What follows belongs to an exercise in optimizing a design on an open flow for small area; a production flow would make more cautious choices.
At most, simulation tests tie the RTL to the original design; equivalence was not proved.
Power is estimated from default activity; no workload was simulated.

purple:
// matmul_top
module matmul_top (
    input  logic clk,
    input  logic reset,
    input  logic [7:0] weight_in,
    input  logic [7:0] act_in,
    input  logic read_req,
    output logic read_ack,
    output logic [7:0] out_data,
    output logic out_valid
);
Size in the first run: ~2700 cells after synthesis, about 37000 um2 of cells after synthesis.
==> module matmul_top, before the edit <==
module matmul_top (
    input  logic clk,
    input  logic reset,
    input  logic [7:0] weight_in,
    input  logic [7:0] act_in,
    input  logic read_req,
    output logic read_ack,
    output logic [7:0] out_data,
    output logic out_valid
);
    localparam logic [2:0] st_idle = 3'd0;
    localparam logic [2:0] st_drain = 3'd1;
    localparam logic [2:0] st_capture = 3'd2;
    localparam logic [2:0] st_ack = 3'd3;
    localparam logic [2:0] st_stream = 3'd4;
    logic [9:0] cyc;        
    logic [1:0] slice;
    logic [7:0] nblk;       
    logic [2:0] state;
    logic end_seen;
    logic busy;             
    logic [1:0] frem;       
    logic late;             
    logic late_next;
    logic flush, capture, fresh, inj, stream_done;
    assign flush = (slice == 2'd3);
    assign capture = (state == st_capture);
    assign read_ack = (state == st_ack);
    assign fresh = (frem != 2'd0);
    assign slice = cyc[1:0];
    assign nblk = cyc[9:2];
    assign inj = capture | (busy & (cyc[9:2] == 8'd0) & (cyc[1:0] != 2'd3));
    assign out_valid = busy & (cyc != 10'd0);
    assign stream_done = ~busy;
    always_ff @(posedge clk) begin
        if (reset) begin
            cyc <= {8'hff, 2'd0};
        end else if (capture) begin
            cyc <= 10'd0;
        end else begin
            cyc <= cyc + 10'd1;
        end
    end
    always_ff @(posedge clk) begin
        if (reset) begin
            busy <= 1'b0;
        end else if (capture) begin
            busy <= 1'b1;
        end else if (cyc == 10'd48) begin
            busy <= 1'b0;
        end
    end
    always_ff @(posedge clk) begin
        if (reset) begin
            state <= st_idle;
            end_seen <= 1'b0;
        end else begin
            case (state)
                st_idle: if (read_req) state <= st_drain;
                st_drain: if (flush && end_seen) state <= st_capture;
                st_capture: state <= st_ack;
                st_ack: if (!read_req) state <= st_stream;
                st_stream: if (stream_done) state <= st_idle;
                default: state <= st_idle;
            endcase
            if (state == st_idle) begin
                end_seen <= flush;
            end else if (state == st_drain && flush) begin
                end_seen <= 1'b1;
            end
        end
    end
    always_ff @(posedge clk) begin
        if (reset) begin
            frem <= 2'd2;
        end else if (capture) begin
            frem <= 2'd1;
        end else if (flush && frem != 2'd0) begin
            frem <= frem - 2'd1;
        end
    end
    always_ff @(posedge clk) begin
        late <= late_next;
    end
    logic [7:0] ncap;
    always_ff @(posedge clk) begin
        if (capture) begin
            ncap <= nblk;
        end
    end
    logic [8:0] wdec;
    logic [8:0] wl1, wl2, wl3;
    logic [11:0][2:0] wcur;
    logic [7:0] d1, d2, d3;
    logic [7:0] act;
    logic [7:0] act_d4;
    weight_unpack u_unpack (
        .packed_byte (weight_in),
        .weights     (wdec)
    );
    always_ff @(posedge clk) begin
        wl1 <= wdec;
        wl2 <= wl1;
        wl3 <= wl2;
        d1 <= act_in;
        d2 <= d1;
        d3 <= d2;
        act_d4 <= d3;
    end
    always_ff @(posedge clk) begin
        if (flush) begin
            wcur <= {wdec, wl1, wl2, wl3};
        end
    end
    assign late_next = capture | (late & ~flush);
    always_ff @(posedge clk) begin
        act <= late_next ? act_d4 : d3;
    end
    logic [11:0][16:0] head;
    genvar r, k;
    generate
        for (r = 0; r < 12; r++) begin : g_row
            mac_row u_row (
                .clk   (clk),
                .w     (wcur[r]),
                .act   (act),
                .fresh (fresh),
                .head  (head[r])
            );
        end
    endgenerate
    logic [45:1][7:0] conv;
    generate
        for (k = 1; k < 45; k++) begin : g_conv
            if (k % 4 == 1) begin : g_inj
                always_ff @(posedge clk) begin
                    conv[k] <= inj ? head[k / 4][16:9] : conv[k + 1];
                end
            end else begin : g_shift
                always_ff @(posedge clk) begin
                    conv[k] <= conv[k + 1];
                end
            end
        end
    endgenerate
    always_ff @(posedge clk) begin
        conv[45] <= head[11][16:9];
    end
    always_ff @(posedge clk) begin
        out_data <= conv[1] - ncap;
    end
endmodule
clock: 8.0 ns
lec_check: 0
abc_area: 1
cap_margin: 20
core_margin: 2
core_utilization: 65
cts_buf_list: sky130_fd_sc_hd__clkbuf_16
cts_cluster_diameter: 65
cts_cluster_size: 25
slew_margin: 20
standard.sh (not shown) runs the stock make flow with config.mk's settings and CLKGATE_MAP_FILE= SYNTH_SCRIPT=/design/flow/synth_recipe.tcl, a recipe that flattens the netlist after the stock synthesis.
==> flow/flow/run.sh <==
#!/bin/bash
set -euo pipefail
export CTS_ARGS="-sink_clustering_enable -repair_clock_nets -buf_list sky130_fd_sc_hd__clkbuf_16 -sink_clustering_size 25 -sink_clustering_max_diameter 65 -dont_use_dummy_load"
bash standard.sh > standard_flow.log 2>&1
Per the final summary, purple finished and its layout is clean on timing, DRC and antenna.
diff inputs: purple => orange
--- a/flow/design.v
+++ b/flow/design.v
@@ -375,10 +375,8 @@
     localparam logic [2:0] st_ack = 3'd3;
     localparam logic [2:0] st_stream = 3'd4;
-    logic [9:0] cyc;        
     logic [1:0] slice;
-    logic [7:0] nblk;       
     logic [2:0] state;
     logic end_seen;
-    logic busy;             
+    logic [5:0] cnt;        
     logic [1:0] frem;       
     logic late;             
@@ -389,25 +387,12 @@
     assign read_ack = (state == st_ack);
     assign fresh = (frem != 2'd0);
-    assign slice = cyc[1:0];
-    assign nblk = cyc[9:2];
-    assign inj = capture | (busy & (cyc[9:2] == 8'd0) & (cyc[1:0] != 2'd3));
-    assign out_valid = busy & (cyc != 10'd0);
-    assign stream_done = ~busy;
+    assign inj = capture | (cnt == 6'd1) | (cnt == 6'd2) | (cnt == 6'd3);
+    assign out_valid = (cnt[5:1] != 5'd0);
+    assign stream_done = (cnt == 6'd0);
     always_ff @(posedge clk) begin
-        if (reset) begin
-            cyc <= {8'hff, 2'd0};
-        end else if (capture) begin
-            cyc <= 10'd0;
+        if (reset || capture) begin
+            slice <= 2'd0;
         end else begin
-            cyc <= cyc + 10'd1;
-        end
-    end
-    always_ff @(posedge clk) begin
-        if (reset) begin
-            busy <= 1'b0;
-        end else if (capture) begin
-            busy <= 1'b1;
-        end else if (cyc == 10'd48) begin
-            busy <= 1'b0;
+            slice <= slice + 2'd1;
         end
     end
@@ -434,4 +419,15 @@
     always_ff @(posedge clk) begin
         if (reset) begin
+            cnt <= 6'd0;
+        end else if (capture) begin
+            cnt <= 6'd1;
+        end else if (cnt == 6'd0 || cnt == 6'd49) begin
+            cnt <= 6'd0;
+        end else begin
+            cnt <= cnt + 6'd1;
+        end
+    end
+    always_ff @(posedge clk) begin
+        if (reset) begin
             frem <= 2'd2;
         end else if (capture) begin
@@ -444,6 +440,10 @@
         late <= late_next;
     end
+    logic [7:0] nblk;
     logic [7:0] ncap;
     always_ff @(posedge clk) begin
+        if (flush) begin
+            nblk <= fresh ? 8'd1 : nblk + 8'd1;
+        end
         if (capture) begin
             ncap <= nblk;
[summary]
orange went all the way through synthesis, placement and routing and the layout is clean on timing, DRC and antenna. The fraction of layout cells with a size suffix above 1 of orange and that of purple are within noise of each other. orange has sequential fraction of design power above what purple had. Post-route minimum period up 0.044 ns in orange wrt purple. Looking at setup slack at placement, orange sits below purple. Worst hold slack of orange is on par with purple. Diff purple -> orange | post-synthesis instance area | up slightly. In the metrics for orange and purple, the one carrying the lower first-pass iteration count of the detailed router is purple. Compared with purple, orange shows a lower routability-driven placement congestion ratio. Per the comparison of orange with purple, number of tapcells shows an increase of 8, number of enable-type register cells in the synthesized netlist increased about 18%. orange ends up with higher maximum cell stage delay along the critical path than purple does. | clock group share of total power | higher: orange |. Cmp orange and purple / die width / higher: orange.

matmul_top, a different RTL version from the one above (not shown whole).
Size: ~2700 cells after synthesis, ~29 I/O pins.
==> module mac_row, before the edit <==
module mac_row (
    input  logic clk,
    input  logic [2:0] w,
    input  logic [7:0] act,
    input  logic fresh,
    output logic [16:0] head
);
    logic [3:0][16:0] ring;
    logic [8:0] mag;
    logic [8:0] x;
    logic [16:0] t;
    logic [16:0] base;
    logic [17:0] c;
    logic [16:0] sum;
    always_comb begin
        case (w[1:0])
            2'd1: mag = {act[7], act[7], act[7:1]};
            2'd2: mag = {act[7], act};
            2'd3: mag = {act, 1'b0};
            default: mag = 9'd0;
        endcase
    end
    assign x = mag ^ {9{w[2]}};
    assign t = {{8{x[8]}}, x};
    assign base = fresh ? 17'd0 : ring[0];
    assign c[0] = w[2];
    genvar i;
    generate
        for (i = 0; i < 17; i++) begin : g_add
            assign sum[i] = base[i] ^ t[i] ^ c[i];
            assign c[i+1] = (base[i] & t[i]) | (c[i] & (base[i] ^ t[i]));
        end
    endgenerate
    always_ff @(posedge clk) begin
        ring <= {sum, ring[3:1]};
    end
    assign head = ring[0];
endmodule
==> module matmul_top, before the edit <==
module matmul_top (
    input  logic clk,
    input  logic reset,
    input  logic [7:0] weight_in,
    input  logic [7:0] act_in,
    input  logic read_req,
    output logic read_ack,
    output logic [7:0] out_data,
    output logic out_valid
);
    localparam logic [2:0] st_idle = 3'd0;
    localparam logic [2:0] st_drain = 3'd1;
    localparam logic [2:0] st_capture = 3'd2;
    localparam logic [2:0] st_ack = 3'd3;
    localparam logic [2:0] st_stream = 3'd4;
    logic [1:0] slice;
    logic [2:0] state;
    logic end_seen;
    logic [5:0] cnt;        
    logic [1:0] frem;       
    logic late;             
    logic late_next;
    logic flush, capture, fresh, inj, stream_done;
    assign flush = (slice == 2'd3);
    assign capture = (state == st_capture);
    assign read_ack = (state == st_ack);
    assign fresh = (frem != 2'd0);
    assign inj = capture | (cnt == 6'd1) | (cnt == 6'd2) | (cnt == 6'd3);
    assign out_valid = (cnt[5:1] != 5'd0);
    assign stream_done = (cnt == 6'd0);
    always_ff @(posedge clk) begin
        if (reset || capture) begin
            slice <= 2'd0;
        end else begin
            slice <= slice + 2'd1;
        end
    end
    always_ff @(posedge clk) begin
        if (reset) begin
            state <= st_idle;
            end_seen <= 1'b0;
        end else begin
            case (state)
                st_idle: if (read_req) state <= st_drain;
                st_drain: if (flush && end_seen) state <= st_capture;
                st_capture: state <= st_ack;
                st_ack: if (!read_req) state <= st_stream;
                st_stream: if (stream_done) state <= st_idle;
                default: state <= st_idle;
            endcase
            if (state == st_idle) begin
                end_seen <= flush;
            end else if (state == st_drain && flush) begin
                end_seen <= 1'b1;
            end
        end
    end
    always_ff @(posedge clk) begin
        if (reset) begin
            cnt <= 6'd0;
        end else if (capture) begin
            cnt <= 6'd1;
        end else if (cnt == 6'd0 || cnt == 6'd49) begin
            cnt <= 6'd0;
        end else begin
            cnt <= cnt + 6'd1;
        end
    end
    always_ff @(posedge clk) begin
        if (reset) begin
            frem <= 2'd2;
        end else if (capture) begin
            frem <= 2'd1;
        end else if (flush && frem != 2'd0) begin
            frem <= frem - 2'd1;
        end
    end
    always_ff @(posedge clk) begin
        late <= late_next;
    end
    logic [8:0] wdec;
    logic [8:0] wl1, wl2, wl3;
    logic [11:0][2:0] wcur;
    logic [7:0] d1, d2, d3;
    logic [7:0] act;
    logic [7:0] act_d4;
    weight_unpack u_unpack (
        .packed_byte (weight_in),
        .weights     (wdec)
    );
    always_ff @(posedge clk) begin
        wl1 <= wdec;
        wl2 <= wl1;
        wl3 <= wl2;
        d1 <= act_in;
        d2 <= d1;
        d3 <= d2;
        act_d4 <= d3;
    end
    always_ff @(posedge clk) begin
        if (flush) begin
            wcur <= {wdec, wl1, wl2, wl3};
        end
    end
    assign late_next = capture | (late & ~flush);
    always_ff @(posedge clk) begin
        act <= late_next ? act_d4 : d3;
    end
    logic [11:0][16:0] head;
    genvar r, k;
    generate
        for (r = 0; r < 12; r++) begin : g_row
            mac_row u_row (
                .clk   (clk),
                .w     (wcur[r]),
                .act   (act),
                .fresh (fresh),
                .head  (head[r])
            );
        end
    endgenerate
    logic [45:1][7:0] conv;
    generate
        for (k = 1; k < 45; k++) begin : g_conv
            if (k % 4 == 1) begin : g_inj
                always_ff @(posedge clk) begin
                    conv[k] <= inj ? head[k / 4][16:9] : conv[k + 1];
                end
            end else begin : g_shift
                always_ff @(posedge clk) begin
                    conv[k] <= conv[k + 1];
                end
            end
        end
    endgenerate
    always_ff @(posedge clk) begin
        conv[45] <= head[11][16:9];
    end
    always_ff @(posedge clk) begin
        out_data <= conv[1];
    end
endmodule
export LEC_CHECK = 0
export ABC_AREA = 1
export CAP_MARGIN = 20
export CORE_MARGIN = 2
export CORE_UTILIZATION = 65
export CTS_BUF_LIST = sky130_fd_sc_hd__clkbuf_16
export CTS_CLUSTER_DIAMETER = 65
export CTS_CLUSTER_SIZE = 25
export SLEW_MARGIN = 20
create_clock -name core_clock -period 8.0 [get_ports {clk}]
run.sh (not shown) runs the stock make flow with config.mk's settings and CLKGATE_MAP_FILE= SYNTH_SCRIPT=/design/flow/synth_recipe.tcl, a recipe that flattens the netlist after the stock synthesis.
Stock flow here: none of the scripts above is used.
Edit:
--- a/flow/design.v
+++ b/flow/design.v
@@ -328,5 +328,5 @@
     logic [8:0] mag;
     logic [8:0] x;
-    logic [16:0] t;
+    logic [9:0] t;
     logic [16:0] base;
     logic [17:0] c;
@@ -341,13 +341,17 @@
     end
     assign x = mag ^ {9{w[2]}};
-    assign t = {{8{x[8]}}, x};
+    assign t = {~x[8], x};
     assign base = fresh ? 17'd0 : ring[0];
     assign c[0] = w[2];
     genvar i;
     generate
-        for (i = 0; i < 17; i++) begin : g_add
+        for (i = 0; i < 10; i++) begin : g_add
             assign sum[i] = base[i] ^ t[i] ^ c[i];
             assign c[i+1] = (base[i] & t[i]) | (c[i] & (base[i] ^ t[i]));
         end
+        for (i = 10; i < 17; i++) begin : g_inc
+            assign sum[i] = base[i] ^ c[i];
+            assign c[i+1] = base[i] & c[i];
+        end
     endgenerate
     always_ff @(posedge clk) begin
@@ -436,4 +440,14 @@
         late <= late_next;
     end
+    logic [7:0] nblk;
+    logic [7:0] ncap;
+    always_ff @(posedge clk) begin
+        if (flush) begin
+            nblk <= fresh ? 8'd1 : nblk + 8'd1;
+        end
+        if (capture) begin
+            ncap <= nblk;
+        end
+    end
     logic [8:0] wdec;
     logic [8:0] wl1, wl2, wl3;
@@ -495,5 +509,5 @@
     end
     always_ff @(posedge clk) begin
-        out_data <= conv[1];
+        out_data <= conv[1] - ncap;
     end
 endmodule
The new run went through all stages and came out clean. Fmax rose by 15%. Design area fell by 2.4%. Worst setup slack gets better by 0.99 ns. Core utilization fell by 2.8 points. Synthesized area rose by 0.76%. Count of clock-buffer cells in the layout rose by 1. Sequential power fell by 19%. Via count is about the same.
No functional check of the RTL was part of the first run of this note.

## afterwards: timing with drivers on the ports
The flow's constraints put no driver on any port. The routed layouts listed below were extracted and timed again, unchanged, in two steps.
Step 1 sets driving cells, clkbuf_16 on the clock port and buf_2 on the other inputs (assumed; they add their load-dependent delay and slew).
Step 2 times the ports against the registers' clock, not the clock port: input delays grow and output delays shrink by t, the midpoint of the rising clock arrivals with the driver on.
Slacks: no drivers / after step 1 / after step 2; pairs: no drivers / after step 1.
run | t, ns | setup slack, ns | clock arrival spread, ns
purple | 0.668 | 1.263 / 1.263 / 1.263 | 0.061 / 0.061
orange | 0.684 | 1.219 / 1.219 / 1.219 | 0.035 / 0.036
the first run of note 2 | 0.698 | 0.228 / 0.228 / 0.228 | 0.020 / 0.020
the second run of note 2 | 0.700 | 1.220 / 1.220 / 1.220 | 0.018 / 0.018
After both steps every run listed still meets setup and hold.
